Background: an optimization exercise with open tools, aiming at small area. Do not read the settings as production practice. Function was checked by simulation only, so behaviour that the tests miss may differ from the original. Power and IR drop assume default switching activity.

## flow/design.v (module list and top-level ports; edited modules follow where they fit)
// module offset_removal: 396 lines
// module preproc_top: 251 lines
module preproc_top (
  input  logic                   clk_i,
  input  logic                   rst_ni,
  input  logic                   cfg_req_i,
  output logic                   cfg_gnt_o,
  input  logic                   cfg_we_i,
  input  preproc_reg_pkg::addr_t cfg_addr_i,
  input  preproc_reg_pkg::word_t cfg_wdata_i,
  output preproc_reg_pkg::word_t cfg_rdata_o,
  output logic                   cfg_rvalid_o,
  input  preproc_pkg::sample_t   idata_i,
  input  logic                   idata_valid_i,
  output logic                   idata_ready_o,
  output preproc_pkg::sample_t   odata_o,
  output logic                   odata_valid_o,
  input  logic                   odata_switch_channel_i,
  input  logic                   odata_ack_sample_i
);
  // ...
==> flow/flow/run.sh <==
#!/bin/bash
set -o pipefail
export BUFFER_PORTS_ARGS="-buffer_cell sky130_fd_sc_hd__buf_1"
bash standard.sh finish 2>&1 | tee standard.log
==> flow/standard.sh <==
#!/bin/bash
# synth_recipe.tcl (not shown) runs the flow's synth.tcl, then flattens the netlist and writes it again
# the make line also repeats each setting of config.mk as NAME=value (left out here)
make -C /OpenROAD-flow-scripts/flow DESIGN_CONFIG=/design/flow/config.mk WORK_HOME=/design/flow/orfs CLKGATE_MAP_FILE= SYNTH_SCRIPT=/design/flow/synth_recipe.tcl "${@:-finish}"
==> flow/config.mk <==
export PLATFORM = sky130hd
export DESIGN_NAME = preproc_top
export DESIGN_NICKNAME = preproc_top
export VERILOG_FILES = /design/flow/design.v
export SDC_FILE = /design/flow/constraint.sdc
export NUM_CORES = 4
export LEC_CHECK = 0
export CAP_MARGIN = 20
export CORE_MARGIN = 2
export CORE_UTILIZATION = 65
export CTS_BUF_LIST = sky130_fd_sc_hd__clkbuf_16
export CTS_CLUSTER_DIAMETER = 100
export CTS_CLUSTER_SIZE = 25
export SLEW_MARGIN = 20
==> flow/constraint.sdc <==
create_clock -name core_clock -period 12.0 [get_ports {clk_i}]
set_input_delay 2.4000 -clock core_clock [delete_from_list [all_inputs] [get_ports {clk_i}]]
set_output_delay 2.4000 -clock core_clock [all_outputs]
set_load 0.01 [all_outputs]
==> run summary, run 1 <==
Layout area overhead=6.54%; Data buffer area share=about 2.7%; fin cells=3349; hold slack=about 0.5 ns; Logic power comb=368 µW; met1 usage=43.9%; Clk power=~1.1 mW; Post-Synth Adder-Cell Area=between 10% and 20%; Seq area share=52.4%; total grt overflow=0; Period minus WS final=11.14 ns; worst setup margin=0.856 ns; count leader, synth=edfxtp_1; Synth Area in XOR/XNOR=~2.0%; largest family of logic cells by synthesized area=compound AO/OA/AOI/OAI gates; IO Pins=about 120; clock network power share=28.8%; mux share of post-synthesis cell area=roughly 1.4%; max reg flops=between 200 and 300; Die ar.=between 50000 and 60000 µm²; crit path DAT=11.50 ns; top-area cell type share of the netlist area=approximately half; clk cell area share=2.54%; Die Ht=approximately 230 µm; fin util=roughly 70%; hold depth=1; top achievable clock speed=roughly 90 MHz; Non-clk bufs=approximately 170; Seq cells post-synth=607; CTS resizes=0; outcome=timing/DRC/antenna clean; clk latency of the worst-skew pair=0.64 ns; final setup TNS=0 ns; Num CTS Buffers=28; Fin. Hold Viols=0; critical path depth=37; GP Congestion=slightly above 0.9; syn_area_per_cell=12.2 µm²; ys async rst share=around 10%; worst reg2reg path depth=37
==> run 2, diff against run 1 <==
==> flow/design.v (replaced) <==
`default_nettype none
package preproc_pkg;
  typedef logic signed [16-1:0] sample_t;
  typedef logic [8-1:0] alpha_t;
  typedef logic [4-1:0] shift_t;
  typedef logic [4-1:0] chan_mask_t;
  typedef logic [$clog2(4)-1:0] chan_idx_t;
  typedef logic [16-1:0] subsampl_t;
  typedef logic [$clog2(4)-1:0] fifo_ptr_t;
  typedef logic [$clog2(4+1)-1:0] fifo_cnt_t;
  typedef logic signed [16+8+1:0] ema_acc_t;
endpackage
`default_nettype wire
`default_nettype none
package preproc_reg_pkg;
  typedef logic [12-1:0] addr_t;
  typedef logic [32-1:0] word_t;
  localparam addr_t REG_CHAN_CFG_BASE    = 'h000;
  localparam addr_t REG_PRE_OFFSET_BASE  = 'h100;
  localparam addr_t REG_POST_OFFSET_BASE = 'h200;
  localparam addr_t REG_SUBSAMPLING = 'h300;
  localparam addr_t REG_SOFT_RESET  = 'h304;
  localparam int unsigned CFG_CHAN_EN_BIT   = 0;
  localparam int unsigned CFG_OFFREM_EN_BIT = 1;
  localparam int unsigned CFG_ALPHA_LSB     = 2;
  localparam int unsigned CFG_SHL_LSB       = 10;
  localparam int unsigned CFG_SHR_LSB       = 14;
  localparam int unsigned CFG_WORD_BITS     = CFG_SHR_LSB + 4;
  localparam word_t ILLEGAL_READ_DATA = 32'hDEADDA7A;
  typedef enum logic [2:0] {
    BANK_CHAN_CFG,
    BANK_PRE_OFFSET,
    BANK_POST_OFFSET,
    BANK_GLOBAL,
    BANK_NONE
  } reg_bank_e;
endpackage
`default_nettype wire
`timescale 1ns/1ns
`default_nettype none
module offset_removal (
  input  logic [15:0] idata_i,
  input  logic [3:0]  shl_i,
  input  logic [3:0]  shr_i,
  input  logic [7:0]  alpha_i,
  input  logic [15:0] pre_i,
  input  logic [15:0] post_i,
  input  logic [15:0] mean_i,
  output logic [15:0] sample_o,
  output logic [15:0] mean_o
);
  logic [15:0] shifted, csa_s, csa_c, post_sum;
  logic [16:0] total;
  logic [15:0] low_sum;
  logic        c15, f15, f16;
  logic [16:0] diff;
  logic [23:0] red_x, red_y, red_sum;
  logic p107, p108, p109, p110, p111, p112, p113, p114, p115, p116, p117, p118, p119, p120, p121, p122, p123, g124, g125, g126, g127, g128, g129, g130, g131, g132, g133, g134, g135, g136, g137, g138, g139, g140, g141, G142, P143, G144, P145, G146, P147, G148, P149, G150, P151, G152, P153, G154, P155, G156, P157, G158, P159, G160, P161, G162, P163, G164, P165, G166, P167, G168, P169, G170, P171, G172, P173, G174, P175, G176, P177, G178, P179, G180, P181, G182, P183, G184, P185, G186, P187, G188, P189, G190, P191, G192, P193, G194, P195, s196, s197, s198, s199, s200, s201, s202, s203, s204, s205, s206, s207, s208, s209, s210, s211, s212, p213, p214, p215, p216, p217, p218, p219, p220, p221, p222, p223, p224, p225, p226, p227, g228, g229, g230, g231, g232, g233, g234, g235, g236, g237, g238, g239, g240, g241, g242, G243, P244, G245, P246, G247, P248, G249, P250, G251, P252, G253, P254, G255, P256, G257, P258, G259, P260, G261, P262, G263, P264, G265, P266, G267, P268, G269, P270, G271, P272, G273, P274, G275, P276, G277, P278, G279, P280, G281, P282, G283, P284, G285, P286, s287, s288, s289, s290, s291, s292, s293, s294, s295, s296, s297, s298, s299, s300, p301, p302, p303, p304, p305, p306, p307, p308, p309, p310, p311, p312, p313, p314, p315, p316, g317, g318, g319, g320, g321, g322, g323, g324, g325, g326, g327, g328, g329, g330, g331, g332, G333, P334, G335, P336, G337, P338, G339, P340, G341, P342, G343, P344, G345, P346, G347, P348, G349, P350, G351, P352, G353, P354, G355, P356, G357, P358, G359, P360, G361, P362, G363, P364, G365, P366, G367, P368, G369, P370, G371, P372, G373, P374, G375, P376, G377, P378, G379, P380, G381, P382, G383, P384, s385, s386, s387, s388, s389, s390, s391, s392, s393, s394, s395, s396, s397, s398, s399, pp400, pp401, pp402, pp403, pp404, pp405, pp406, pp407, pp408, pp409, pp410, pp411, pp412, pp413, pp414, pp415, pp416, pp417, pp418, pp419, pp420, pp421, pp422, pp423, pp424, pp425, pp426, pp427, pp428, pp429, pp430, pp431, pp432, pp433, pp434, pp435, pp436, pp437, pp438, pp439, pp440, pp441, pp442, pp443, pp444, pp445, pp446, pp447, pp448, pp449, pp450, pp451, pp452, pp453, pp454, pp455, pp456, pp457, pp458, pp459, pp460, pp461, pp462, pp463, pp464, pp465, pp466, pp467, pp468, pp469, pp470, pp471, pp472, pp473, pp474, pp475, pp476, pp477, pp478, pp479, pp480, pp481, pp482, pp483, pp484, pp485, pp486, pp487, pp488, pp489, pp490, pp491, pp492, pp493, pp494, pp495, pp496, pp497, pp498, pp499, pp500, pp501, pp502, pp503, pp504, pp505, pp506, pp507, pp508, pp509, pp510, pp511, pp512, pp513, pp514, pp515, pp516, pp517, pp518, pp519, pp520, pp521, pp522, pp523, pp524, pp525, pp526, pp527, pp528, pp529, pp530, pp531, pp532, pp533, pp534, pp535, hs536, hc537, hs538, hc539, fs540, fc541, hs542, hc543, fs544, fc545, fs546, fc547, hs548, hc549, fs550, fc551, fs552, fc553, fs554, fc555, fs556, fc557, fs558, fc559, fs560, fc561, fs562, fc563, fs564, fc565, fs566, fc567, fs568, fc569, fs570, fc571, fs572, fc573, fs574, fc575, fs576, fc577, fs578, fc579, fs580, fc581, fs582, fc583, fs584, fc585, fs586, fc587, fs588, fc589, fs590, fc591, fs592, fc593, fs594, fc595, fs596, fc597, fs598, fc599, fs600, fc601, fs602, fc603, fs604, fc605, fs606, fc607, fs608, fc609, hs610, hc611, fs612, fc613, hs614, hc615, fs616, fc617, fs618, fc619, fs620, fc621, fs622, fc623, fs624, fc625, fs626, fc627, fs628, fc629, fs630, fc631, fs632, fc633, fs634, fc635, fs636, fc637, fs638, fc639, fs640, fc641, fs642, fc643, fs644, fc645, fs646, fc647, fs648, fc649, fs650, fc651, fs652, fc653, fs654, fc655, fs656, fc657, fs658, fc659, fs660, fc661, fs662, fc663, fs664, fc665, fs666, fc667, fs668, fc669, fs670, fc671, fs672, fc673, fs674, fc675, fs676, fc677, hs678, hc679, fs680, fc681, fs682, fc683, fs684, fc685, fs686, fc687, fs688, fc689, fs690, fc691, fs692, fc693, fs694, fc695, fs696, fc697, fs698, fc699, fs700, fc701, fs702, fc703, fs704, fc705, fs706, fc707, fs708, fc709, fs710, fc711, fs712, fc713, fs714, fc715, fs716, fc717, hs718, hc719, fs720, fc721, fs722, fc723, fs724, fc725, fs726, fc727, fs728, fc729, fs730, fc731, fs732, fc733, fs734, fc735, fs736, fc737, fs738, fc739, fs740, fc741, fs742, fc743, fs744, fc745, fs746, fc747, fs748, fc749, fs750, fc751, fs752, fc753, fs754, fc755, fs756, fc757, fs758, fc759, fs760, fc761;
  assign shifted = idata_i << shl_i;
  assign csa_s = shifted ^ pre_i ^ ~mean_i;
  assign csa_c = (shifted & pre_i) | (shifted & ~mean_i) | (pre_i & ~mean_i);
  assign f15 = shifted[15] ^ pre_i[15] ^ c15;
  assign f16 = (shifted[15] & pre_i[15]) | (shifted[15] & c15) | (pre_i[15] & c15);
  assign diff = {total[16] ^ ~f16 ^ mean_i[15] ^ f15, total[15:0]};
  assign sample_o = post_sum >> shr_i;
  assign mean_o   = red_sum[23:8];
  assign p107 = csa_s[0] ^ 1'b0;
  assign p108 = csa_s[1] ^ csa_c[0];
  assign p109 = csa_s[2] ^ csa_c[1];
  assign p110 = csa_s[3] ^ csa_c[2];
  assign p111 = csa_s[4] ^ csa_c[3];
  assign p112 = csa_s[5] ^ csa_c[4];
  assign p113 = csa_s[6] ^ csa_c[5];
  assign p114 = csa_s[7] ^ csa_c[6];
  assign p115 = csa_s[8] ^ csa_c[7];
  assign p116 = csa_s[9] ^ csa_c[8];
  assign p117 = csa_s[10] ^ csa_c[9];
  assign p118 = csa_s[11] ^ csa_c[10];
  assign p119 = csa_s[12] ^ csa_c[11];
  assign p120 = csa_s[13] ^ csa_c[12];
  assign p121 = csa_s[14] ^ csa_c[13];
  assign p122 = csa_s[15] ^ csa_c[14];
  assign p123 = 1'b0 ^ csa_c[15];
  assign g124 = csa_s[0] & 1'b0;
  assign g125 = csa_s[1] & csa_c[0];
  assign g126 = csa_s[2] & csa_c[1];
  assign g127 = csa_s[3] & csa_c[2];
  assign g128 = csa_s[4] & csa_c[3];
  assign g129 = csa_s[5] & csa_c[4];
  assign g130 = csa_s[6] & csa_c[5];
  assign g131 = csa_s[7] & csa_c[6];
  assign g132 = csa_s[8] & csa_c[7];
  assign g133 = csa_s[9] & csa_c[8];
  assign g134 = csa_s[10] & csa_c[9];
  assign g135 = csa_s[11] & csa_c[10];
  assign g136 = csa_s[12] & csa_c[11];
  assign g137 = csa_s[13] & csa_c[12];
  assign g138 = csa_s[14] & csa_c[13];
  assign g139 = csa_s[15] & csa_c[14];
  assign g140 = 1'b0 & csa_c[15];
  assign g141 = g124 | (p107 & 1'b1);
  assign G142 = g125 | (p108 & g141);
  assign P143 = p108 & p107;
  assign G144 = g127 | (p110 & g126);
  assign P145 = p110 & p109;
  assign G146 = g129 | (p112 & g128);
  assign P147 = p112 & p111;
  assign G148 = g131 | (p114 & g130);
  assign P149 = p114 & p113;
  assign G150 = g133 | (p116 & g132);
  assign P151 = p116 & p115;
  assign G152 = g135 | (p118 & g134);
  assign P153 = p118 & p117;
  assign G154 = g137 | (p120 & g136);
  assign P155 = p120 & p119;
  assign G156 = g139 | (p122 & g138);
  assign P157 = p122 & p121;
  assign G158 = G144 | (P145 & G142);
  assign P159 = P145 & P143;
  assign G160 = G148 | (P149 & G146);
  assign P161 = P149 & P147;
  assign G162 = G152 | (P153 & G150);
  assign P163 = P153 & P151;
  assign G164 = G156 | (P157 & G154);
  assign P165 = P157 & P155;
  assign G166 = G160 | (P161 & G158);
  assign P167 = P161 & P159;
  assign G168 = G164 | (P165 & G162);
  assign P169 = P165 & P163;
  assign G170 = G168 | (P169 & G166);
  assign P171 = P169 & P167;
  assign G172 = G162 | (P163 & G166);
  assign P173 = P163 & P167;
  assign G174 = G146 | (P147 & G158);
  assign P175 = P147 & P159;
  assign G176 = G150 | (P151 & G166);
  assign P177 = P151 & P167;
  assign G178 = G154 | (P155 & G172);
  assign P179 = P155 & P173;
  assign G180 = g126 | (p109 & G142);
  assign P181 = p109 & P143;
  assign G182 = g128 | (p111 & G158);
  assign P183 = p111 & P159;
  assign G184 = g130 | (p113 & G174);
  assign P185 = p113 & P175;
  assign G186 = g132 | (p115 & G166);
  assign P187 = p115 & P167;
  assign G188 = g134 | (p117 & G176);
  assign P189 = p117 & P177;
  assign G190 = g136 | (p119 & G172);
  assign P191 = p119 & P173;
  assign G192 = g138 | (p121 & G178);
  assign P193 = p121 & P179;
  assign G194 = g140 | (p123 & G170);
  assign P195 = p123 & P171;
  assign s196 = p107 ^ 1'b1;
  assign s197 = p108 ^ g141;
  assign s198 = p109 ^ G142;
  assign s199 = p110 ^ G180;
  assign s200 = p111 ^ G158;
  assign s201 = p112 ^ G182;
  assign s202 = p113 ^ G174;
  assign s203 = p114 ^ G184;
  assign s204 = p115 ^ G166;
  assign s205 = p116 ^ G186;
  assign s206 = p117 ^ G176;
  assign s207 = p118 ^ G188;
  assign s208 = p119 ^ G172;
  assign s209 = p120 ^ G190;
  assign s210 = p121 ^ G178;
  assign s211 = p122 ^ G192;
  assign s212 = p123 ^ G170;
  assign total = {s212, s211, s210, s209, s208, s207, s206, s205, s204, s203, s202, s201, s200, s199, s198, s197, s196};
  assign p213 = shifted[0] ^ pre_i[0];
  assign p214 = shifted[1] ^ pre_i[1];
  assign p215 = shifted[2] ^ pre_i[2];
  assign p216 = shifted[3] ^ pre_i[3];
  assign p217 = shifted[4] ^ pre_i[4];
  assign p218 = shifted[5] ^ pre_i[5];
  assign p219 = shifted[6] ^ pre_i[6];
  assign p220 = shifted[7] ^ pre_i[7];
  assign p221 = shifted[8] ^ pre_i[8];
  assign p222 = shifted[9] ^ pre_i[9];
  assign p223 = shifted[10] ^ pre_i[10];
  assign p224 = shifted[11] ^ pre_i[11];
  assign p225 = shifted[12] ^ pre_i[12];
  assign p226 = shifted[13] ^ pre_i[13];
  assign p227 = shifted[14] ^ pre_i[14];
  assign g228 = shifted[0] & pre_i[0];
  assign g229 = shifted[1] & pre_i[1];
  assign g230 = shifted[2] & pre_i[2];
  assign g231 = shifted[3] & pre_i[3];
  assign g232 = shifted[4] & pre_i[4];
  assign g233 = shifted[5] & pre_i[5];
  assign g234 = shifted[6] & pre_i[6];
  assign g235 = shifted[7] & pre_i[7];
  assign g236 = shifted[8] & pre_i[8];
  assign g237 = shifted[9] & pre_i[9];
  assign g238 = shifted[10] & pre_i[10];
  assign g239 = shifted[11] & pre_i[11];
  assign g240 = shifted[12] & pre_i[12];
  assign g241 = shifted[13] & pre_i[13];
  assign g242 = shifted[14] & pre_i[14];
  assign G243 = g229 | (p214 & g228);
  assign P244 = p214 & p213;
  assign G245 = g231 | (p216 & g230);
  assign P246 = p216 & p215;
  assign G247 = g233 | (p218 & g232);
  assign P248 = p218 & p217;
  assign G249 = g235 | (p220 & g234);
  assign P250 = p220 & p219;
  assign G251 = g237 | (p222 & g236);
  assign P252 = p222 & p221;
  assign G253 = g239 | (p224 & g238);
  assign P254 = p224 & p223;
  assign G255 = g241 | (p226 & g240);
  assign P256 = p226 & p225;
  assign G257 = G245 | (P246 & G243);
  assign P258 = P246 & P244;
  assign G259 = G249 | (P250 & G247);
  assign P260 = P250 & P248;
  assign G261 = G253 | (P254 & G251);
  assign P262 = P254 & P252;
  assign G263 = G259 | (P260 & G257);
  assign P264 = P260 & P258;
  assign G265 = G261 | (P262 & G263);
  assign P266 = P262 & P264;
  assign G267 = G247 | (P248 & G257);
  assign P268 = P248 & P258;
  assign G269 = G251 | (P252 & G263);
  assign P270 = P252 & P264;
  assign G271 = G255 | (P256 & G265);
  assign P272 = P256 & P266;
  assign G273 = g230 | (p215 & G243);
  assign P274 = p215 & P244;
  assign G275 = g232 | (p217 & G257);
  assign P276 = p217 & P258;
  assign G277 = g234 | (p219 & G267);
  assign P278 = p219 & P268;
  assign G279 = g236 | (p221 & G263);
  assign P280 = p221 & P264;
  assign G281 = g238 | (p223 & G269);
  assign P282 = p223 & P270;
  assign G283 = g240 | (p225 & G265);
  assign P284 = p225 & P266;
  assign G285 = g242 | (p227 & G271);
  assign P286 = p227 & P272;
  assign s287 = p214 ^ g228;
  assign s288 = p215 ^ G243;
  assign s289 = p216 ^ G273;
  assign s290 = p217 ^ G257;
  assign s291 = p218 ^ G275;
  assign s292 = p219 ^ G267;
  assign s293 = p220 ^ G277;
  assign s294 = p221 ^ G263;
  assign s295 = p222 ^ G279;
  assign s296 = p223 ^ G269;
  assign s297 = p224 ^ G281;
  assign s298 = p225 ^ G265;
  assign s299 = p226 ^ G283;
  assign s300 = p227 ^ G271;
  assign c15 = G285;
  assign low_sum = '0;
  assign p301 = diff[0] ^ post_i[0];
  assign p302 = diff[1] ^ post_i[1];
  assign p303 = diff[2] ^ post_i[2];
  assign p304 = diff[3] ^ post_i[3];
  assign p305 = diff[4] ^ post_i[4];
  assign p306 = diff[5] ^ post_i[5];
  assign p307 = diff[6] ^ post_i[6];
  assign p308 = diff[7] ^ post_i[7];
  assign p309 = diff[8] ^ post_i[8];
  assign p310 = diff[9] ^ post_i[9];
  assign p311 = diff[10] ^ post_i[10];
  assign p312 = diff[11] ^ post_i[11];
  assign p313 = diff[12] ^ post_i[12];
  assign p314 = diff[13] ^ post_i[13];
  assign p315 = diff[14] ^ post_i[14];
  assign p316 = diff[15] ^ post_i[15];
  assign g317 = diff[0] & post_i[0];
  assign g318 = diff[1] & post_i[1];
  assign g319 = diff[2] & post_i[2];
  assign g320 = diff[3] & post_i[3];
  assign g321 = diff[4] & post_i[4];
  assign g322 = diff[5] & post_i[5];
  assign g323 = diff[6] & post_i[6];
  assign g324 = diff[7] & post_i[7];
  assign g325 = diff[8] & post_i[8];
  assign g326 = diff[9] & post_i[9];
  assign g327 = diff[10] & post_i[10];
  assign g328 = diff[11] & post_i[11];
  assign g329 = diff[12] & post_i[12];
  assign g330 = diff[13] & post_i[13];
  assign g331 = diff[14] & post_i[14];
  assign g332 = diff[15] & post_i[15];
  assign G333 = g318 | (p302 & g317);
  assign P334 = p302 & p301;
  assign G335 = g320 | (p304 & g319);
  assign P336 = p304 & p303;
  assign G337 = g322 | (p306 & g321);
  assign P338 = p306 & p305;
  assign G339 = g324 | (p308 & g323);
  assign P340 = p308 & p307;
  assign G341 = g326 | (p310 & g325);
  assign P342 = p310 & p309;
  assign G343 = g328 | (p312 & g327);
  assign P344 = p312 & p311;
  assign G345 = g330 | (p314 & g329);
  assign P346 = p314 & p313;
  assign G347 = g332 | (p316 & g331);
  assign P348 = p316 & p315;
  assign G349 = G335 | (P336 & G333);
  assign P350 = P336 & P334;
  assign G351 = G339 | (P340 & G337);
  assign P352 = P340 & P338;
  assign G353 = G343 | (P344 & G341);
  assign P354 = P344 & P342;
  assign G355 = G347 | (P348 & G345);
  assign P356 = P348 & P346;
  assign G357 = G351 | (P352 & G349);
  assign P358 = P352 & P350;
  assign G359 = G355 | (P356 & G353);
  assign P360 = P356 & P354;
  assign G361 = G359 | (P360 & G357);
  assign P362 = P360 & P358;
  assign G363 = G353 | (P354 & G357);
  assign P364 = P354 & P358;
  assign G365 = G337 | (P338 & G349);
  assign P366 = P338 & P350;
  assign G367 = G341 | (P342 & G357);
  assign P368 = P342 & P358;
  assign G369 = G345 | (P346 & G363);
  assign P370 = P346 & P364;
  assign G371 = g319 | (p303 & G333);
  assign P372 = p303 & P334;
  assign G373 = g321 | (p305 & G349);
  assign P374 = p305 & P350;
  assign G375 = g323 | (p307 & G365);
  assign P376 = p307 & P366;
  assign G377 = g325 | (p309 & G357);
  assign P378 = p309 & P358;
  assign G379 = g327 | (p311 & G367);
  assign P380 = p311 & P368;
  assign G381 = g329 | (p313 & G363);
  assign P382 = p313 & P364;
  assign G383 = g331 | (p315 & G369);
  assign P384 = p315 & P370;
  assign s385 = p302 ^ g317;
  assign s386 = p303 ^ G333;
  assign s387 = p304 ^ G371;
  assign s388 = p305 ^ G349;
  assign s389 = p306 ^ G373;
  assign s390 = p307 ^ G365;
  assign s391 = p308 ^ G375;
  assign s392 = p309 ^ G357;
  assign s393 = p310 ^ G377;
  assign s394 = p311 ^ G367;
  assign s395 = p312 ^ G379;
  assign s396 = p313 ^ G363;
  assign s397 = p314 ^ G381;
  assign s398 = p315 ^ G369;
  assign s399 = p316 ^ G383;
  assign post_sum = {s399, s398, s397, s396, s395, s394, s393, s392, s391, s390, s389, s388, s387, s386, s385, p301};
  assign pp400 = alpha_i[0] & diff[0];
  assign pp401 = alpha_i[0] & diff[1];
  assign pp402 = alpha_i[0] & diff[2];
  assign pp403 = alpha_i[0] & diff[3];
  assign pp404 = alpha_i[0] & diff[4];
  assign pp405 = alpha_i[0] & diff[5];
  assign pp406 = alpha_i[0] & diff[6];
  assign pp407 = alpha_i[0] & diff[7];
  assign pp408 = alpha_i[0] & diff[8];
  assign pp409 = alpha_i[0] & diff[9];
  assign pp410 = alpha_i[0] & diff[10];
  assign pp411 = alpha_i[0] & diff[11];
  assign pp412 = alpha_i[0] & diff[12];
  assign pp413 = alpha_i[0] & diff[13];
  assign pp414 = alpha_i[0] & diff[14];
  assign pp415 = alpha_i[0] & diff[15];
  assign pp416 = ~(alpha_i[0] & diff[16]);
  assign pp417 = alpha_i[1] & diff[0];
  assign pp418 = alpha_i[1] & diff[1];
  assign pp419 = alpha_i[1] & diff[2];
  assign pp420 = alpha_i[1] & diff[3];
  assign pp421 = alpha_i[1] & diff[4];
  assign pp422 = alpha_i[1] & diff[5];
  assign pp423 = alpha_i[1] & diff[6];
  assign pp424 = alpha_i[1] & diff[7];
  assign pp425 = alpha_i[1] & diff[8];
  assign pp426 = alpha_i[1] & diff[9];
  assign pp427 = alpha_i[1] & diff[10];
  assign pp428 = alpha_i[1] & diff[11];
  assign pp429 = alpha_i[1] & diff[12];
  assign pp430 = alpha_i[1] & diff[13];
  assign pp431 = alpha_i[1] & diff[14];
  assign pp432 = alpha_i[1] & diff[15];
  assign pp433 = ~(alpha_i[1] & diff[16]);
  assign pp434 = alpha_i[2] & diff[0];
  assign pp435 = alpha_i[2] & diff[1];
  assign pp436 = alpha_i[2] & diff[2];
  assign pp437 = alpha_i[2] & diff[3];
  assign pp438 = alpha_i[2] & diff[4];
  assign pp439 = alpha_i[2] & diff[5];
  assign pp440 = alpha_i[2] & diff[6];
  assign pp441 = alpha_i[2] & diff[7];
  assign pp442 = alpha_i[2] & diff[8];
  assign pp443 = alpha_i[2] & diff[9];
  assign pp444 = alpha_i[2] & diff[10];
  assign pp445 = alpha_i[2] & diff[11];
  assign pp446 = alpha_i[2] & diff[12];
  assign pp447 = alpha_i[2] & diff[13];
  assign pp448 = alpha_i[2] & diff[14];
  assign pp449 = alpha_i[2] & diff[15];
  assign pp450 = ~(alpha_i[2] & diff[16]);
  assign pp451 = alpha_i[3] & diff[0];
  assign pp452 = alpha_i[3] & diff[1];
  assign pp453 = alpha_i[3] & diff[2];
  assign pp454 = alpha_i[3] & diff[3];
  assign pp455 = alpha_i[3] & diff[4];
  assign pp456 = alpha_i[3] & diff[5];
  assign pp457 = alpha_i[3] & diff[6];
  assign pp458 = alpha_i[3] & diff[7];
  assign pp459 = alpha_i[3] & diff[8];
  assign pp460 = alpha_i[3] & diff[9];
  assign pp461 = alpha_i[3] & diff[10];
  assign pp462 = alpha_i[3] & diff[11];
  assign pp463 = alpha_i[3] & diff[12];
  assign pp464 = alpha_i[3] & diff[13];
  assign pp465 = alpha_i[3] & diff[14];
  assign pp466 = alpha_i[3] & diff[15];
  assign pp467 = ~(alpha_i[3] & diff[16]);
  assign pp468 = alpha_i[4] & diff[0];
  assign pp469 = alpha_i[4] & diff[1];
  assign pp470 = alpha_i[4] & diff[2];
  assign pp471 = alpha_i[4] & diff[3];
  assign pp472 = alpha_i[4] & diff[4];
  assign pp473 = alpha_i[4] & diff[5];
  assign pp474 = alpha_i[4] & diff[6];
  assign pp475 = alpha_i[4] & diff[7];
  assign pp476 = alpha_i[4] & diff[8];
  assign pp477 = alpha_i[4] & diff[9];
  assign pp478 = alpha_i[4] & diff[10];
  assign pp479 = alpha_i[4] & diff[11];
  assign pp480 = alpha_i[4] & diff[12];
  assign pp481 = alpha_i[4] & diff[13];
  assign pp482 = alpha_i[4] & diff[14];
  assign pp483 = alpha_i[4] & diff[15];
  assign pp484 = ~(alpha_i[4] & diff[16]);
  assign pp485 = alpha_i[5] & diff[0];
  assign pp486 = alpha_i[5] & diff[1];
  assign pp487 = alpha_i[5] & diff[2];
  assign pp488 = alpha_i[5] & diff[3];
  assign pp489 = alpha_i[5] & diff[4];
  assign pp490 = alpha_i[5] & diff[5];
  assign pp491 = alpha_i[5] & diff[6];
  assign pp492 = alpha_i[5] & diff[7];
  assign pp493 = alpha_i[5] & diff[8];
  assign pp494 = alpha_i[5] & diff[9];
  assign pp495 = alpha_i[5] & diff[10];
  assign pp496 = alpha_i[5] & diff[11];
  assign pp497 = alpha_i[5] & diff[12];
  assign pp498 = alpha_i[5] & diff[13];
  assign pp499 = alpha_i[5] & diff[14];
  assign pp500 = alpha_i[5] & diff[15];
  assign pp501 = ~(alpha_i[5] & diff[16]);
  assign pp502 = alpha_i[6] & diff[0];
  assign pp503 = alpha_i[6] & diff[1];
  assign pp504 = alpha_i[6] & diff[2];
  assign pp505 = alpha_i[6] & diff[3];
  assign pp506 = alpha_i[6] & diff[4];
  assign pp507 = alpha_i[6] & diff[5];
  assign pp508 = alpha_i[6] & diff[6];
  assign pp509 = alpha_i[6] & diff[7];
  assign pp510 = alpha_i[6] & diff[8];
  assign pp511 = alpha_i[6] & diff[9];
  assign pp512 = alpha_i[6] & diff[10];
  assign pp513 = alpha_i[6] & diff[11];
  assign pp514 = alpha_i[6] & diff[12];
  assign pp515 = alpha_i[6] & diff[13];
  assign pp516 = alpha_i[6] & diff[14];
  assign pp517 = alpha_i[6] & diff[15];
  assign pp518 = ~(alpha_i[6] & diff[16]);
  assign pp519 = alpha_i[7] & diff[0];
  assign pp520 = alpha_i[7] & diff[1];
  assign pp521 = alpha_i[7] & diff[2];
  assign pp522 = alpha_i[7] & diff[3];
  assign pp523 = alpha_i[7] & diff[4];
  assign pp524 = alpha_i[7] & diff[5];
  assign pp525 = alpha_i[7] & diff[6];
  assign pp526 = alpha_i[7] & diff[7];
  assign pp527 = alpha_i[7] & diff[8];
  assign pp528 = alpha_i[7] & diff[9];
  assign pp529 = alpha_i[7] & diff[10];
  assign pp530 = alpha_i[7] & diff[11];
  assign pp531 = alpha_i[7] & diff[12];
  assign pp532 = alpha_i[7] & diff[13];
  assign pp533 = alpha_i[7] & diff[14];
  assign pp534 = alpha_i[7] & diff[15];
  assign pp535 = ~(alpha_i[7] & diff[16]);
  assign hs536 = pp416 ^ pp432;
  assign hc537 = pp416 & pp432;
  assign hs538 = pp406 ^ pp422;
  assign hc539 = pp406 & pp422;
  assign fs540 = pp407 ^ pp423 ^ pp439;
  assign fc541 = (pp407 & pp423) | (pp407 & pp439) | (pp423 & pp439);
  assign hs542 = pp455 ^ pp471;
  assign hc543 = pp455 & pp471;
  assign fs544 = pp408 ^ pp424 ^ pp440;
  assign fc545 = (pp408 & pp424) | (pp408 & pp440) | (pp424 & pp440);
  assign fs546 = pp456 ^ pp472 ^ pp488;
  assign fc547 = (pp456 & pp472) | (pp456 & pp488) | (pp472 & pp488);
  assign hs548 = pp504 ^ pp520;
  assign hc549 = pp504 & pp520;
  assign fs550 = pp409 ^ pp425 ^ pp441;
  assign fc551 = (pp409 & pp425) | (pp409 & pp441) | (pp425 & pp441);
  assign fs552 = pp457 ^ pp473 ^ pp489;
  assign fc553 = (pp457 & pp473) | (pp457 & pp489) | (pp473 & pp489);
  assign fs554 = pp505 ^ pp521 ^ mean_i[1];
  assign fc555 = (pp505 & pp521) | (pp505 & mean_i[1]) | (pp521 & mean_i[1]);
  assign fs556 = pp410 ^ pp426 ^ pp442;
  assign fc557 = (pp410 & pp426) | (pp410 & pp442) | (pp426 & pp442);
  assign fs558 = pp458 ^ pp474 ^ pp490;
  assign fc559 = (pp458 & pp474) | (pp458 & pp490) | (pp474 & pp490);
  assign fs560 = pp506 ^ pp522 ^ mean_i[2];
  assign fc561 = (pp506 & pp522) | (pp506 & mean_i[2]) | (pp522 & mean_i[2]);
  assign fs562 = pp411 ^ pp427 ^ pp443;
  assign fc563 = (pp411 & pp427) | (pp411 & pp443) | (pp427 & pp443);
  assign fs564 = pp459 ^ pp475 ^ pp491;
  assign fc565 = (pp459 & pp475) | (pp459 & pp491) | (pp475 & pp491);
  assign fs566 = pp507 ^ pp523 ^ mean_i[3];
  assign fc567 = (pp507 & pp523) | (pp507 & mean_i[3]) | (pp523 & mean_i[3]);
  assign fs568 = pp412 ^ pp428 ^ pp444;
  assign fc569 = (pp412 & pp428) | (pp412 & pp444) | (pp428 & pp444);
  assign fs570 = pp460 ^ pp476 ^ pp492;
  assign fc571 = (pp460 & pp476) | (pp460 & pp492) | (pp476 & pp492);
  assign fs572 = pp508 ^ pp524 ^ mean_i[4];
  assign fc573 = (pp508 & pp524) | (pp508 & mean_i[4]) | (pp524 & mean_i[4]);
  assign fs574 = pp413 ^ pp429 ^ pp445;
  assign fc575 = (pp413 & pp429) | (pp413 & pp445) | (pp429 & pp445);
  assign fs576 = pp461 ^ pp477 ^ pp493;
  assign fc577 = (pp461 & pp477) | (pp461 & pp493) | (pp477 & pp493);
  assign fs578 = pp509 ^ pp525 ^ mean_i[5];
  assign fc579 = (pp509 & pp525) | (pp509 & mean_i[5]) | (pp525 & mean_i[5]);
  assign fs580 = pp414 ^ pp430 ^ pp446;
  assign fc581 = (pp414 & pp430) | (pp414 & pp446) | (pp430 & pp446);
  assign fs582 = pp462 ^ pp478 ^ pp494;
  assign fc583 = (pp462 & pp478) | (pp462 & pp494) | (pp478 & pp494);
  assign fs584 = pp510 ^ pp526 ^ mean_i[6];
  assign fc585 = (pp510 & pp526) | (pp510 & mean_i[6]) | (pp526 & mean_i[6]);
  assign fs586 = pp415 ^ pp431 ^ pp447;
  assign fc587 = (pp415 & pp431) | (pp415 & pp447) | (pp431 & pp447);
  assign fs588 = pp463 ^ pp479 ^ pp495;
  assign fc589 = (pp463 & pp479) | (pp463 & pp495) | (pp479 & pp495);
  assign fs590 = pp511 ^ pp527 ^ mean_i[7];
  assign fc591 = (pp511 & pp527) | (pp511 & mean_i[7]) | (pp527 & mean_i[7]);
  assign fs592 = hs536 ^ pp448 ^ pp464;
  assign fc593 = (hs536 & pp448) | (hs536 & pp464) | (pp448 & pp464);
  assign fs594 = pp480 ^ pp496 ^ pp512;
  assign fc595 = (pp480 & pp496) | (pp480 & pp512) | (pp496 & pp512);
  assign fs596 = pp528 ^ mean_i[8] ^ 1'b1;
  assign fc597 = (pp528 & mean_i[8]) | (pp528 & 1'b1) | (mean_i[8] & 1'b1);
  assign fs598 = pp433 ^ pp449 ^ pp465;
  assign fc599 = (pp433 & pp449) | (pp433 & pp465) | (pp449 & pp465);
  assign fs600 = pp481 ^ pp497 ^ pp513;
  assign fc601 = (pp481 & pp497) | (pp481 & pp513) | (pp497 & pp513);
  assign fs602 = pp529 ^ mean_i[9] ^ hc537;
  assign fc603 = (pp529 & mean_i[9]) | (pp529 & hc537) | (mean_i[9] & hc537);
  assign fs604 = pp450 ^ pp466 ^ pp482;
  assign fc605 = (pp450 & pp466) | (pp450 & pp482) | (pp466 & pp482);
  assign fs606 = pp498 ^ pp514 ^ pp530;
  assign fc607 = (pp498 & pp514) | (pp498 & pp530) | (pp514 & pp530);
  assign fs608 = pp467 ^ pp483 ^ pp499;
  assign fc609 = (pp467 & pp483) | (pp467 & pp499) | (pp483 & pp499);
  assign hs610 = pp404 ^ pp420;
  assign hc611 = pp404 & pp420;
  assign fs612 = pp405 ^ pp421 ^ pp437;
  assign fc613 = (pp405 & pp421) | (pp405 & pp437) | (pp421 & pp437);
  assign hs614 = pp453 ^ pp469;
  assign hc615 = pp453 & pp469;
  assign fs616 = hs538 ^ pp438 ^ pp454;
  assign fc617 = (hs538 & pp438) | (hs538 & pp454) | (pp438 & pp454);
  assign fs618 = pp470 ^ pp486 ^ pp502;
  assign fc619 = (pp470 & pp486) | (pp470 & pp502) | (pp486 & pp502);
  assign fs620 = fs540 ^ hs542 ^ pp487;
  assign fc621 = (fs540 & hs542) | (fs540 & pp487) | (hs542 & pp487);
  assign fs622 = pp503 ^ pp519 ^ hc539;
  assign fc623 = (pp503 & pp519) | (pp503 & hc539) | (pp519 & hc539);
  assign fs624 = fs544 ^ fs546 ^ hs548;
  assign fc625 = (fs544 & fs546) | (fs544 & hs548) | (fs546 & hs548);
  assign fs626 = mean_i[0] ^ fc541 ^ hc543;
  assign fc627 = (mean_i[0] & fc541) | (mean_i[0] & hc543) | (fc541 & hc543);
  assign fs628 = fs550 ^ fs552 ^ fs554;
  assign fc629 = (fs550 & fs552) | (fs550 & fs554) | (fs552 & fs554);
  assign fs630 = fc545 ^ fc547 ^ hc549;
  assign fc631 = (fc545 & fc547) | (fc545 & hc549) | (fc547 & hc549);
  assign fs632 = fs556 ^ fs558 ^ fs560;
  assign fc633 = (fs556 & fs558) | (fs556 & fs560) | (fs558 & fs560);
  assign fs634 = fc551 ^ fc553 ^ fc555;
  assign fc635 = (fc551 & fc553) | (fc551 & fc555) | (fc553 & fc555);
  assign fs636 = fs562 ^ fs564 ^ fs566;
  assign fc637 = (fs562 & fs564) | (fs562 & fs566) | (fs564 & fs566);
  assign fs638 = fc557 ^ fc559 ^ fc561;
  assign fc639 = (fc557 & fc559) | (fc557 & fc561) | (fc559 & fc561);
  assign fs640 = fs568 ^ fs570 ^ fs572;
  assign fc641 = (fs568 & fs570) | (fs568 & fs572) | (fs570 & fs572);
  assign fs642 = fc563 ^ fc565 ^ fc567;
  assign fc643 = (fc563 & fc565) | (fc563 & fc567) | (fc565 & fc567);
  assign fs644 = fs574 ^ fs576 ^ fs578;
  assign fc645 = (fs574 & fs576) | (fs574 & fs578) | (fs576 & fs578);
  assign fs646 = fc569 ^ fc571 ^ fc573;
  assign fc647 = (fc569 & fc571) | (fc569 & fc573) | (fc571 & fc573);
  assign fs648 = fs580 ^ fs582 ^ fs584;
  assign fc649 = (fs580 & fs582) | (fs580 & fs584) | (fs582 & fs584);
  assign fs650 = fc575 ^ fc577 ^ fc579;
  assign fc651 = (fc575 & fc577) | (fc575 & fc579) | (fc577 & fc579);
  assign fs652 = fs586 ^ fs588 ^ fs590;
  assign fc653 = (fs586 & fs588) | (fs586 & fs590) | (fs588 & fs590);
  assign fs654 = fc581 ^ fc583 ^ fc585;
  assign fc655 = (fc581 & fc583) | (fc581 & fc585) | (fc583 & fc585);
  assign fs656 = fs592 ^ fs594 ^ fs596;
  assign fc657 = (fs592 & fs594) | (fs592 & fs596) | (fs594 & fs596);
  assign fs658 = fc587 ^ fc589 ^ fc591;
  assign fc659 = (fc587 & fc589) | (fc587 & fc591) | (fc589 & fc591);
  assign fs660 = fs598 ^ fs600 ^ fs602;
  assign fc661 = (fs598 & fs600) | (fs598 & fs602) | (fs600 & fs602);
  assign fs662 = fc593 ^ fc595 ^ fc597;
  assign fc663 = (fc593 & fc595) | (fc593 & fc597) | (fc595 & fc597);
  assign fs664 = fs604 ^ fs606 ^ mean_i[10];
  assign fc665 = (fs604 & fs606) | (fs604 & mean_i[10]) | (fs606 & mean_i[10]);
  assign fs666 = fc599 ^ fc601 ^ fc603;
  assign fc667 = (fc599 & fc601) | (fc599 & fc603) | (fc601 & fc603);
  assign fs668 = fs608 ^ pp515 ^ pp531;
  assign fc669 = (fs608 & pp515) | (fs608 & pp531) | (pp515 & pp531);
  assign fs670 = mean_i[11] ^ fc605 ^ fc607;
  assign fc671 = (mean_i[11] & fc605) | (mean_i[11] & fc607) | (fc605 & fc607);
  assign fs672 = pp484 ^ pp500 ^ pp516;
  assign fc673 = (pp484 & pp500) | (pp484 & pp516) | (pp500 & pp516);
  assign fs674 = pp532 ^ mean_i[12] ^ fc609;
  assign fc675 = (pp532 & mean_i[12]) | (pp532 & fc609) | (mean_i[12] & fc609);
  assign fs676 = pp501 ^ pp517 ^ pp533;
  assign fc677 = (pp501 & pp517) | (pp501 & pp533) | (pp517 & pp533);
  assign hs678 = pp403 ^ pp419;
  assign hc679 = pp403 & pp419;
  assign fs680 = hs610 ^ pp436 ^ pp452;
  assign fc681 = (hs610 & pp436) | (hs610 & pp452) | (pp436 & pp452);
  assign fs682 = fs612 ^ hs614 ^ pp485;
  assign fc683 = (fs612 & hs614) | (fs612 & pp485) | (hs614 & pp485);
  assign fs684 = fs616 ^ fs618 ^ fc613;
  assign fc685 = (fs616 & fs618) | (fs616 & fc613) | (fs618 & fc613);
  assign fs686 = fs620 ^ fs622 ^ fc617;
  assign fc687 = (fs620 & fs622) | (fs620 & fc617) | (fs622 & fc617);
  assign fs688 = fs624 ^ fs626 ^ fc621;
  assign fc689 = (fs624 & fs626) | (fs624 & fc621) | (fs626 & fc621);
  assign fs690 = fs628 ^ fs630 ^ fc625;
  assign fc691 = (fs628 & fs630) | (fs628 & fc625) | (fs630 & fc625);
  assign fs692 = fs632 ^ fs634 ^ fc629;
  assign fc693 = (fs632 & fs634) | (fs632 & fc629) | (fs634 & fc629);
  assign fs694 = fs636 ^ fs638 ^ fc633;
  assign fc695 = (fs636 & fs638) | (fs636 & fc633) | (fs638 & fc633);
  assign fs696 = fs640 ^ fs642 ^ fc637;
  assign fc697 = (fs640 & fs642) | (fs640 & fc637) | (fs642 & fc637);
  assign fs698 = fs644 ^ fs646 ^ fc641;
  assign fc699 = (fs644 & fs646) | (fs644 & fc641) | (fs646 & fc641);
  assign fs700 = fs648 ^ fs650 ^ fc645;
  assign fc701 = (fs648 & fs650) | (fs648 & fc645) | (fs650 & fc645);
  assign fs702 = fs652 ^ fs654 ^ fc649;
  assign fc703 = (fs652 & fs654) | (fs652 & fc649) | (fs654 & fc649);
  assign fs704 = fs656 ^ fs658 ^ fc653;
  assign fc705 = (fs656 & fs658) | (fs656 & fc653) | (fs658 & fc653);
  assign fs706 = fs660 ^ fs662 ^ fc657;
  assign fc707 = (fs660 & fs662) | (fs660 & fc657) | (fs662 & fc657);
  assign fs708 = fs664 ^ fs666 ^ fc661;
  assign fc709 = (fs664 & fs666) | (fs664 & fc661) | (fs666 & fc661);
  assign fs710 = fs668 ^ fs670 ^ fc665;
  assign fc711 = (fs668 & fs670) | (fs668 & fc665) | (fs670 & fc665);
  assign fs712 = fs672 ^ fs674 ^ fc669;
  assign fc713 = (fs672 & fs674) | (fs672 & fc669) | (fs674 & fc669);
  assign fs714 = fs676 ^ mean_i[13] ^ fc673;
  assign fc715 = (fs676 & mean_i[13]) | (fs676 & fc673) | (mean_i[13] & fc673);
  assign fs716 = pp518 ^ pp534 ^ mean_i[14];
  assign fc717 = (pp518 & pp534) | (pp518 & mean_i[14]) | (pp534 & mean_i[14]);
  assign hs718 = pp402 ^ pp418;
  assign hc719 = pp402 & pp418;
  assign fs720 = hs678 ^ pp435 ^ pp451;
  assign fc721 = (hs678 & pp435) | (hs678 & pp451) | (pp435 & pp451);
  assign fs722 = fs680 ^ pp468 ^ hc679;
  assign fc723 = (fs680 & pp468) | (fs680 & hc679) | (pp468 & hc679);
  assign fs724 = fs682 ^ hc611 ^ fc681;
  assign fc725 = (fs682 & hc611) | (fs682 & fc681) | (hc611 & fc681);
  assign fs726 = fs684 ^ hc615 ^ fc683;
  assign fc727 = (fs684 & hc615) | (fs684 & fc683) | (hc615 & fc683);
  assign fs728 = fs686 ^ fc619 ^ fc685;
  assign fc729 = (fs686 & fc619) | (fs686 & fc685) | (fc619 & fc685);
  assign fs730 = fs688 ^ fc623 ^ fc687;
  assign fc731 = (fs688 & fc623) | (fs688 & fc687) | (fc623 & fc687);
  assign fs732 = fs690 ^ fc627 ^ fc689;
  assign fc733 = (fs690 & fc627) | (fs690 & fc689) | (fc627 & fc689);
  assign fs734 = fs692 ^ fc631 ^ fc691;
  assign fc735 = (fs692 & fc631) | (fs692 & fc691) | (fc631 & fc691);
  assign fs736 = fs694 ^ fc635 ^ fc693;
  assign fc737 = (fs694 & fc635) | (fs694 & fc693) | (fc635 & fc693);
  assign fs738 = fs696 ^ fc639 ^ fc695;
  assign fc739 = (fs696 & fc639) | (fs696 & fc695) | (fc639 & fc695);
  assign fs740 = fs698 ^ fc643 ^ fc697;
  assign fc741 = (fs698 & fc643) | (fs698 & fc697) | (fc643 & fc697);
  assign fs742 = fs700 ^ fc647 ^ fc699;
  assign fc743 = (fs700 & fc647) | (fs700 & fc699) | (fc647 & fc699);
  assign fs744 = fs702 ^ fc651 ^ fc701;
  assign fc745 = (fs702 & fc651) | (fs702 & fc701) | (fc651 & fc701);
  assign fs746 = fs704 ^ fc655 ^ fc703;
  assign fc747 = (fs704 & fc655) | (fs704 & fc703) | (fc655 & fc703);
  assign fs748 = fs706 ^ fc659 ^ fc705;
  assign fc749 = (fs706 & fc659) | (fs706 & fc705) | (fc659 & fc705);
  assign fs750 = fs708 ^ fc663 ^ fc707;
  assign fc751 = (fs708 & fc663) | (fs708 & fc707) | (fc663 & fc707);
  assign fs752 = fs710 ^ fc667 ^ fc709;
  assign fc753 = (fs710 & fc667) | (fs710 & fc709) | (fc667 & fc709);
  assign fs754 = fs712 ^ fc671 ^ fc711;
  assign fc755 = (fs712 & fc671) | (fs712 & fc711) | (fc671 & fc711);
  assign fs756 = fs714 ^ fc675 ^ fc713;
  assign fc757 = (fs714 & fc675) | (fs714 & fc713) | (fc675 & fc713);
  assign fs758 = fs716 ^ fc677 ^ fc715;
  assign fc759 = (fs716 & fc677) | (fs716 & fc715) | (fc677 & fc715);
  assign fs760 = pp535 ^ mean_i[15] ^ fc717;
  assign fc761 = (pp535 & mean_i[15]) | (pp535 & fc717) | (mean_i[15] & fc717);
  assign red_x = {fs760, fs758, fs756, fs754, fs752, fs750, fs748, fs746, fs744, fs742, fs740, fs738, fs736, fs734, fs732, fs730, fs728, fs726, fs724, fs722, fs720, hs718, pp401, pp400};
  assign red_y = {fc759, fc757, fc755, fc753, fc751, fc749, fc747, fc745, fc743, fc741, fc739, fc737, fc735, fc733, fc731, fc729, fc727, fc725, fc723, fc721, hc719, pp434, pp417, 1'b0};
  assign red_sum = red_x + red_y;
endmodule
`default_nettype wire
`timescale 1ns/1ns
`default_nettype none
module preproc_top (
  input  logic                   clk_i,
  input  logic                   rst_ni,
  input  logic                   cfg_req_i,
  output logic                   cfg_gnt_o,
  input  logic                   cfg_we_i,
  input  preproc_reg_pkg::addr_t cfg_addr_i,
  input  preproc_reg_pkg::word_t cfg_wdata_i,
  output preproc_reg_pkg::word_t cfg_rdata_o,
  output logic                   cfg_rvalid_o,
  input  preproc_pkg::sample_t   idata_i,
  input  logic                   idata_valid_i,
  output logic                   idata_ready_o,
  output preproc_pkg::sample_t   odata_o,
  output logic                   odata_valid_o,
  input  logic                   odata_switch_channel_i,
  input  logic                   odata_ack_sample_i
);
  function automatic logic [16:0] rca16(input logic [15:0] a, input logic [15:0] b, input logic ci);
    logic c;
    c = ci;
    for (int i = 0; i < 16; i++) begin
      rca16[i] = a[i] ^ b[i] ^ c;
      c = (a[i] & b[i]) | (c & (a[i] ^ b[i]));
    end
    rca16[16] = c;
  endfunction
  logic       wr_en, rd_en;
  logic       chan_ok, b_cfg, b_pre, b_post, a_sub, a_srst, a_ill;
  logic [3:0] ch_dec;
  logic       soft_reset;
  assign cfg_gnt_o = cfg_req_i;
  assign wr_en     = cfg_req_i & cfg_we_i;
  assign rd_en     = cfg_req_i & ~cfg_we_i;
  assign chan_ok = (cfg_addr_i[7:4] == 4'd0);
  assign b_cfg   = chan_ok & (cfg_addr_i[11:8] == 4'd0);
  assign b_pre   = chan_ok & (cfg_addr_i[11:8] == 4'd1);
  assign b_post  = chan_ok & (cfg_addr_i[11:8] == 4'd2);
  assign a_sub   = (cfg_addr_i == 12'h300);
  assign a_srst  = (cfg_addr_i == 12'h304);
  assign a_ill   = ~(b_cfg | b_pre | b_post | a_sub | a_srst);
  for (genvar c = 0; c < 4; c++) begin : g_dec
    assign ch_dec[c] = (cfg_addr_i[3:2] == c);
  end
  assign soft_reset = wr_en & a_srst;
  logic [17:0] ccfg_q [4];
  logic [15:0] pre_q  [4];
  logic [15:0] post_q [4];
  logic [15:0] sub_q;
  logic [3:0]  vcfg_q, vpre_q, vpost_q;
  logic        vsub_q;
  for (genvar c = 0; c < 4; c++) begin : g_regs
    always_ff @(posedge clk_i) begin
      if (wr_en && b_cfg && ch_dec[c])  ccfg_q[c] <= cfg_wdata_i[17:0];
      if (wr_en && b_pre && ch_dec[c])  pre_q[c]  <= cfg_wdata_i[15:0];
      if (wr_en && b_post && ch_dec[c]) post_q[c] <= cfg_wdata_i[15:0];
    end
    always_ff @(posedge clk_i or negedge rst_ni) begin
      if (!rst_ni) begin
        vcfg_q[c]  <= 1'b0;
        vpre_q[c]  <= 1'b0;
        vpost_q[c] <= 1'b0;
      end else begin
        if (wr_en && b_cfg && ch_dec[c])  vcfg_q[c]  <= 1'b1;
        if (wr_en && b_pre && ch_dec[c])  vpre_q[c]  <= 1'b1;
        if (wr_en && b_post && ch_dec[c]) vpost_q[c] <= 1'b1;
      end
    end
  end
  always_ff @(posedge clk_i) begin
    if (wr_en && a_sub) sub_q <= cfg_wdata_i[15:0];
  end
  always_ff @(posedge clk_i or negedge rst_ni) begin
    if (!rst_ni) begin
      vsub_q <= 1'b0;
    end else if (wr_en && a_sub) begin
      vsub_q <= 1'b1;
    end
  end
  logic [3:0]  chan_en, offrem_en;
  logic [15:0] subsampl;
  for (genvar c = 0; c < 4; c++) begin : g_fields
    assign chan_en[c]   = vcfg_q[c] & ccfg_q[c][0];
    assign offrem_en[c] = vcfg_q[c] & ccfg_q[c][1];
  end
  assign subsampl = vsub_q ? sub_q : 16'h0000;
  logic       rvalid_q;
  logic [4:0] rsel_q;    
  logic [3:0] rch_q;     
  always_ff @(posedge clk_i or negedge rst_ni) begin
    if (!rst_ni) begin
      rvalid_q <= 1'b0;
    end else begin
      rvalid_q <= rd_en;
    end
  end
  always_ff @(posedge clk_i) begin
    rsel_q <= {a_ill, a_sub, b_post, b_pre, b_cfg};
    rch_q  <= ch_dec;
  end
  logic [17:0] rd_low;
  always_comb begin
    rd_low = '0;
    for (int c = 0; c < 4; c++) begin
      rd_low |= {18{rsel_q[0] & rch_q[c] & vcfg_q[c]}}  & ccfg_q[c];
      rd_low |= {18{rsel_q[1] & rch_q[c] & vpre_q[c]}}  & {2'b00, pre_q[c]};
      rd_low |= {18{rsel_q[2] & rch_q[c] & vpost_q[c]}} & {2'b00, post_q[c]};
    end
    rd_low |= {18{rsel_q[3] & vsub_q}} & {2'b00, sub_q};
    rd_low |= {18{rsel_q[4]}} & preproc_reg_pkg::ILLEGAL_READ_DATA[17:0];
  end
  assign cfg_rdata_o  = {{14{rsel_q[4]}} & preproc_reg_pkg::ILLEGAL_READ_DATA[31:18], rd_low};
  assign cfg_rvalid_o = rvalid_q;
  logic [3:0] pending_q, act, remaining;
  logic [3:0] fifo_full, fifo_empty;
  logic       accept;
  assign act[0] = pending_q[0];
  assign act[1] = pending_q[1] & ~pending_q[0];
  assign act[2] = pending_q[2] & ~|pending_q[1:0];
  assign act[3] = pending_q[3] & ~|pending_q[2:0];
  assign idata_ready_o = idata_valid_i & |(act & ~fifo_full);
  assign accept        = idata_ready_o;
  assign remaining     = pending_q & ~act;
  always_ff @(posedge clk_i or negedge rst_ni) begin
    if (!rst_ni) begin
      pending_q <= '0;
    end else if (soft_reset) begin
      pending_q <= chan_en;
    end else if (accept) begin
      pending_q <= (remaining == '0) ? chan_en : remaining;
    end
  end
  logic [15:0] mean_q [4];
  logic [3:0]  vmean_q;
  logic [7:0]  alpha_s;
  logic [3:0]  shl_s, shr_s;
  logic [15:0] pre_s, post_s, mean_s;
  logic        offrem_s;
  always_comb begin
    alpha_s  = '0;
    shl_s    = '0;
    shr_s    = '0;
    pre_s    = '0;
    post_s   = '0;
    mean_s   = '0;
    offrem_s = 1'b0;
    for (int c = 0; c < 4; c++) begin
      alpha_s  |= {8{act[c] & vcfg_q[c]}} & ccfg_q[c][9:2];
      shl_s    |= {4{act[c] & vcfg_q[c]}} & ccfg_q[c][13:10];
      shr_s    |= {4{act[c] & vcfg_q[c]}} & ccfg_q[c][17:14];
      offrem_s |= act[c] & offrem_en[c];
      pre_s    |= {16{act[c] & vpre_q[c]}}  & pre_q[c];
      post_s   |= {16{act[c] & vpost_q[c]}} & post_q[c];
      mean_s   |= {16{act[c] & offrem_en[c] & vmean_q[c]}} & mean_q[c];
    end
  end
  logic [15:0] proc_sample, mean_new;
  offset_removal i_offset_removal (
    .idata_i  (idata_i),
    .shl_i    (shl_s),
    .shr_i    (shr_s),
    .alpha_i  (alpha_s),
    .pre_i    (pre_s),
    .post_i   (post_s),
    .mean_i   (mean_s),
    .sample_o (proc_sample),
    .mean_o   (mean_new)
  );
  for (genvar c = 0; c < 4; c++) begin : g_mean
    always_ff @(posedge clk_i) begin
      if (accept && act[c] && offrem_en[c]) mean_q[c] <= mean_new;
    end
    always_ff @(posedge clk_i or negedge rst_ni) begin
      if (!rst_ni) begin
        vmean_q[c] <= 1'b0;
      end else if (soft_reset) begin
        vmean_q[c] <= 1'b0;
      end else if (accept && act[c] && offrem_en[c]) begin
        vmean_q[c] <= 1'b1;
      end
    end
  end
  logic [15:0] sub_cnt_q;
  logic [16:0] sub_inc;
  logic        keep;
  assign sub_inc = rca16(sub_cnt_q, 16'h0000, 1'b1);
  assign keep    = (sub_cnt_q == 16'h0000);
  always_ff @(posedge clk_i or negedge rst_ni) begin
    if (!rst_ni) begin
      sub_cnt_q <= '0;
    end else if (soft_reset) begin
      sub_cnt_q <= '0;
    end else if (accept && remaining == '0) begin
      sub_cnt_q <= (sub_cnt_q == subsampl) ? 16'h0000 : sub_inc[15:0];
    end
  end
  logic [15:0] fifo_mem [4][4];
  logic [1:0]  rd_ptr_q [4];
  logic [2:0]  fill_q   [4];
  logic [3:0]  push, pop;
  for (genvar c = 0; c < 4; c++) begin : g_fifo
    logic [1:0] wr_ptr;
    assign wr_ptr        = rd_ptr_q[c] + fill_q[c][1:0];
    assign fifo_empty[c] = (fill_q[c] == 3'd0);
    assign fifo_full[c]  = fill_q[c][2];
    assign push[c]       = accept & act[c] & keep;
    assign pop[c]        = odata_ack_sample_i & chan_en[c] & ~fifo_empty[c];
    always_ff @(posedge clk_i or negedge rst_ni) begin
      if (!rst_ni) begin
        rd_ptr_q[c] <= '0;
        fill_q[c]   <= '0;
      end else if (soft_reset) begin
        rd_ptr_q[c] <= '0;
        fill_q[c]   <= '0;
      end else begin
        if (pop[c]) rd_ptr_q[c] <= rd_ptr_q[c] + 2'd1;
        if (push[c] && !pop[c]) fill_q[c] <= fill_q[c] + 3'd1;
        if (pop[c] && !push[c]) fill_q[c] <= fill_q[c] - 3'd1;
      end
    end
    for (genvar k = 0; k < 4; k++) begin : g_entry
      always_ff @(posedge clk_i) begin
        if (push[c] && wr_ptr == k) fifo_mem[c][k] <= proc_sample;
      end
    end
  end
  logic [3:0] sel_q, selected, sel_rest;
  assign selected[0] = sel_q[0];
  assign selected[1] = sel_q[1] & ~sel_q[0];
  assign selected[2] = sel_q[2] & ~|sel_q[1:0];
  assign selected[3] = sel_q[3] & ~|sel_q[2:0];
  assign sel_rest    = sel_q & ~selected;
  always_ff @(posedge clk_i or negedge rst_ni) begin
    if (!rst_ni) begin
      sel_q <= '0;
    end else if (soft_reset) begin
      sel_q <= chan_en;
    end else if (odata_switch_channel_i) begin
      sel_q <= (sel_rest == '0) ? chan_en : sel_rest;
    end
  end
  assign odata_valid_o = |(selected & ~fifo_empty);
  always_comb begin
    odata_o = '0;
    for (int c = 0; c < 4; c++) begin
      for (int k = 0; k < 4; k++) begin
        odata_o |= {16{selected[c] && rd_ptr_q[c] == k}} & fifo_mem[c][k];
      end
    end
  end
endmodule
`default_nettype wire
==> flow/flow/run.sh (replaced) <==
#!/bin/bash
set -o pipefail
export BUFFER_PORTS_ARGS="-buffer_cell sky130_fd_sc_hd__buf_1"
export CTS_ARGS="-sink_clustering_enable -repair_clock_nets -sink_clustering_size 25 -sink_clustering_max_diameter 100 -buf_list sky130_fd_sc_hd__clkbuf_16 -dont_use_dummy_load"
bash standard.sh finish 2>&1 | tee standard.log
==> flow/config.mk (replaced) <==
export PLATFORM = sky130hd
export DESIGN_NAME = preproc_top
export DESIGN_NICKNAME = preproc_top
export VERILOG_FILES = /design/flow/design.v
export SDC_FILE = /design/flow/constraint.sdc
export NUM_CORES = 4
export LEC_CHECK = 0
export CAP_MARGIN = 20
export CORE_MARGIN = 2
export CORE_UTILIZATION = 65
export SLEW_MARGIN = 20
==> run 2 against run 1 <==
Cell count fell by 6.6%; register-to-register slack improved by 0.11 ns; critical path depth is the same; power decreased by 3.4%; combinational power fell by 15%; non-clock buffer count down 5; synthesized area decreased by 1.2%; sequential share of layout area up 0.98 points; worst setup slack gained 0.11 ns; fmax increased by 0.99%; largest power group unchanged.
==> run summary, run 2 <==
outcome=timing/DRC/antenna clean (unchanged); die width=224 µm (was 226 µm); fin cells=3127 (was 3349); Die Ht=224 µm (was 226 µm); PortBufs=100 (unchanged); maximum root-to-sink buffer count=3 (unchanged); Num CTS Buffers=28 (unchanged); Clock Skew=0.0652 ns (was 0.0198 ns); top-area cell type share of the netlist area=51.0% (was 50.4%); initial core utilization=65.9% (was 65.5%); top achievable clock speed=90.6 MHz (was 89.7 MHz); number of nets in the finished design=2827 (was 2966); simple-gate share of the synthesized area=10.4% (was 11.2%); vias in the first global route=20.9k (was 21.6k); Setup crit start=pending_q[1]$_DFFE_PN0P_ (unchanged); yosys warns=8 (unchanged); Fill cells=3382 (was 3500); Core ar.=47800 µm² (was 48700 µm²); RSZ-0062 raised after global routing=no (unchanged); placed inst area=32600 µm² (was 33100 µm²); number of remaining DRC errors=0 (unchanged); layout cell share with drive strength beyond 1=6.77% (was 6.18%); worst-margin pin slew=1.24 ns (about the same); CTS clk-pin slew, worst paths=0.10 ns (about the same); clk latency of the worst-skew pair=0.63 ns (was 0.64 ns); reg2reg setup slack=0.97 ns (was 0.86 ns); VDD IR max=0.110 mV (was 0.167 mV); CTS tree=yes (unchanged); hpwl dp=56.5 mm (was 58.9 mm); library cells used by synthesis=75 (was 81); max-cap violation count=0 (unchanged); cts hold-fix bufs=0 (unchanged); Syn Std Cell Area=31500 µm² (was 31900 µm²); root buf cell=clkbuf_16 (unchanged); IO Pins=119 (unchanged); Crit path top cell by count=fa_1; mux share of post-synthesis cell area=2.17% (was 1.39%); detailed-routed wire length on met3=7.53 mm (was 7.72 mm); Synth Area in XOR/XNOR=1.80% (was 2.05%); crit-path max FO=17 (was 16); HP Class=reg -> reg (unchanged); gr usage total=32.9% (was 33.5%); max incr delay on CP=0.84 ns (was 0.72 ns); leakage power=12.5 nW (was 13.0 nW); met2 wire length=39.5 mm (was 40.9 mm); Power Dens Cells=111 nW/µm² (was 113 nW/µm²); clock sinks=607 (unchanged); postcts setup bufs=0 (unchanged); CP max-delay cell=and4bb_1 (was a221o_1); Final Instance Area=33400 µm² (was 34000 µm²); worst reg2reg path depth=37 (unchanged); Worst setup endpoint=mean_q[2][15]$_DFFE_PP_ (was mean_q[3][15]$_DFFE_PP_); Post-Place Cells=3095 (was 3297); M1 WL=30.7 mm (was 32.2 mm); Via-to-Cell Ratio=6.71 (was 6.60); crit path DAT=11.41 ns (was 11.50 ns); first-pass iteration count of the detailed router=10 (was 9); largest registers=fifo_mem: 256 flops, ccfg_q: 72 flops (unchanged); largest net degree at the start of global routing=63 (unchanged); syn_area_per_cell=12.8 µm² (was 12.2 µm²); row count=80 (was 81); ys async rst share=10.2% (unchanged); count leader, synth=edfxtp_1 (unchanged); sequential fraction of the synthesis area=56.5% (was 55.8%); crit end category=flop (unchanged); Worst Path Class, Setup=reg -> reg (unchanged); final setup fails=0 (unchanged); most frequent cells after synthesis=edfxtp_1, nor2_1, nand2_1, inv_1, fa_1 (was edfxtp_1, nand2_1, nor2_1, inv_1); EDFF count, synth=536 (unchanged); Max Transition Viols Final=0 (unchanged); Period minus WS final=11.03 ns (was 11.14 ns); nature of the critical path startpoint=flop (unchanged); routed len/inst=26.1 µm (was 25.3 µm); most common cell after layout, fill and taps aside=edfxtp_1 (unchanged); Die ar.=50300 µm² (was 50900 µm²); Reg2Reg Capture Point=mean_q[2][15]$_DFFE_PP_ (was mean_q[3][15]$_DFFE_PP_); DR vias=21.0k (was 22.1k); Iter 0 DRT Violations=2297 (was 2772); Compound-Gate Fraction of Synth Area=12.0% (was 13.5%); GP Congestion=0.913 (was 0.908); Seq cells post-synth=607 (unchanged); final wirelength=81.5 mm (was 84.6 mm); Slew headroom=17.5% (was 17.1%); Worst EP required=12.38 ns (was 12.36 ns); initial antenna violation count=3 (unchanged); Tcrit/Tclk final=92.0% (was 92.9%); most flop-heavy register=fifo_mem (unchanged); CTS resizes=0 (unchanged); area leader, netlist=edfxtp_1 (unchanged); Fin. Hold Viols=0 (unchanged); ys flop type=edfxtp_1 (unchanged); global-route wire length before repair=124 mm (was 127 mm); largest family of logic cells by synthesized area=adder cells (was compound AO/OA/AOI/OAI gates); CTS H-Tree Depth=1 (unchanged); Post-Synth Adder-Cell Area=13.2% (was 12.2%); Layout area overhead=5.87% (was 6.54%); max reg flops=256 (unchanged); R2R Path Start=pending_q[1]$_DFFE_PN0P_ (unchanged); Post-DRT Antenna Nets=0 (unchanged); top sig layer=met5 (unchanged); total grt overflow=0 (unchanged); most frequent cells in the layout=edfxtp_1, nand2_1, nor2_1, inv_1, fa_1 (was edfxtp_1, nand2_1, nor2_1, inv_1); cells after synthesis=2461 (was 2608); dominant cells by area after synthesis=edfxtp_1, fa_1, dfrtp_1, ha_1, a22oi_1 (was edfxtp_1, fa_1, dfrtp_1, ha_1, nand2_1); final setup TNS=0 ns (unchanged)
[run 2: cell types whose count changed after synthesis, moves of 9 or more]
cell      before  now
a21o_1        22   13
nand4_1       40   26
fa_1         126  140
o21a_1        21    8
o21ai_0       64   47
a22oi_1      126  107
xnor2_1       54   45
nand2_1      305  202
nand2b_1      13   25
mux2i_1       41   56
a22o_1        36   62
or2_2         20   30
[run 2: metal layers]
metal,track usage (%),vias to the layer above
met2,55.3,1094
met3,5.55,227
li1,-,9223
met5,0,-
met1,43.0,10400
met4,13.5,4
[run 2: final cells by class]
type	instances	area (µm²)	share of cell area [%]
Sequential cell	607	17800	53.4
Tap cell	615	769	2.30
Antenna cell	1	2.50	0.00749
Multi-Input combinational cell	1551	12600	37.8
Clock buffer	28	701	2.10
Inverter	159	597	1.79
Timing Repair Buffer	166	887	2.66
[run 2: cells by family (layout without fill, tap and decap cells)]
group	after synthesis	count (layout)
compound gates	480	480
mux	67	67
flops	607	607
fa+ha+maj	249	249
simple gates	686	686
xor+xnor	65	65
other cells	1	5
buf+inv	306	353
[run 2: metrics by stage]
step / setup slack (ns) / hold WS, ns / total power, mW / utilization (%)
4_1_cts: 1.11 / 0.489 / 3.70 / 69.6
3_3_place_gp: 0.981 / 0.464 / 2.70 / 68.2
3_5_place_dp: 1.02 / 0.465 / 2.72 / 68.2
2_1_floorplan: 2.03 / 0.445 / 2.60 / -
5_1_grt: 0.342 / 0.521 / 3.81 / 69.8
6_report: 0.965 / 0.495 / 3.70 / 69.8
[run 2: worst max-delay path, delay by kind of cell (launching register included)]
kind	cells	cell delay, ns
fa+ha+maj	9	4.18
xor+xnor	3	0.60
compound gates	12	2.20
buf+inv	6	0.69
simple gates	7	2.44
flops	1	0.64
[run 2: how the worst min path moves through the flow]
stage | startpoint | end | cells after the start
3_5_place_dp | vpre_q[1]$_DFFE_PN0P_ | vpre_q[1]$_DFFE_PN0P_ | 1
6_report | vpre_q[2]$_DFFE_PN0P_ | vpre_q[2]$_DFFE_PN0P_ | 1
4_1_cts | vpost_q[2]$_DFFE_PN0P_ | vpost_q[2]$_DFFE_PN0P_ | 1
3_3_place_gp | vpost_q[2]$_DFFE_PN0P_ | vpost_q[2]$_DFFE_PN0P_ | 1
2_1_floorplan | vpost_q[3]$_DFFE_PN0P_ | vpost_q[3]$_DFFE_PN0P_ | 1
5_1_grt | vmean_q[3]$_DFFE_PN0P_ | vmean_q[3]$_DFFE_PN0P_ | 2
[run 2: power breakdown]
group	switching, mW	internal [mW]
Combinational	0.214	0.0988
Sequential	0.0177	2.35
Clock	0.609	0.416
Total	0.841	2.86

[what the ideal ports hide]
The results above use ideal ports. As a check the final layouts listed here were re-extracted and re-timed, cells and wires unchanged. Step 1, drivers: a clkbuf_16 drives clk_i and a buf_2 each remaining input, both assumed. Step 2 times the ports against the registers' clock, not the clock port: input delays grow and output delays shrink by t, the midpoint of the rising clock arrivals with the driver on. Slacks: no drivers / after step 1 / after step 2; pairs: no drivers / after step 1.
run | t (ns) | setup WS [ns] | hold WS [ns] | worst register clock-pin slew, ns | pins driven straight from the clock port
run 1 | 0.686 | 0.856 / 0.856 / 0.854 | 0.488 / 0.488 / 0.488 | 0.11 / 0.11 | 1
run 2 | 0.656 | 0.965 / 0.965 / 0.839 | 0.495 / 0.495 / 0.495 | 0.10 / 0.10 | 1
After both steps every run listed still meets setup and hold. For run 2, which loses most, drivers alone change the setup slack by 0.000 ns; drivers and shift together by -0.126 ns.
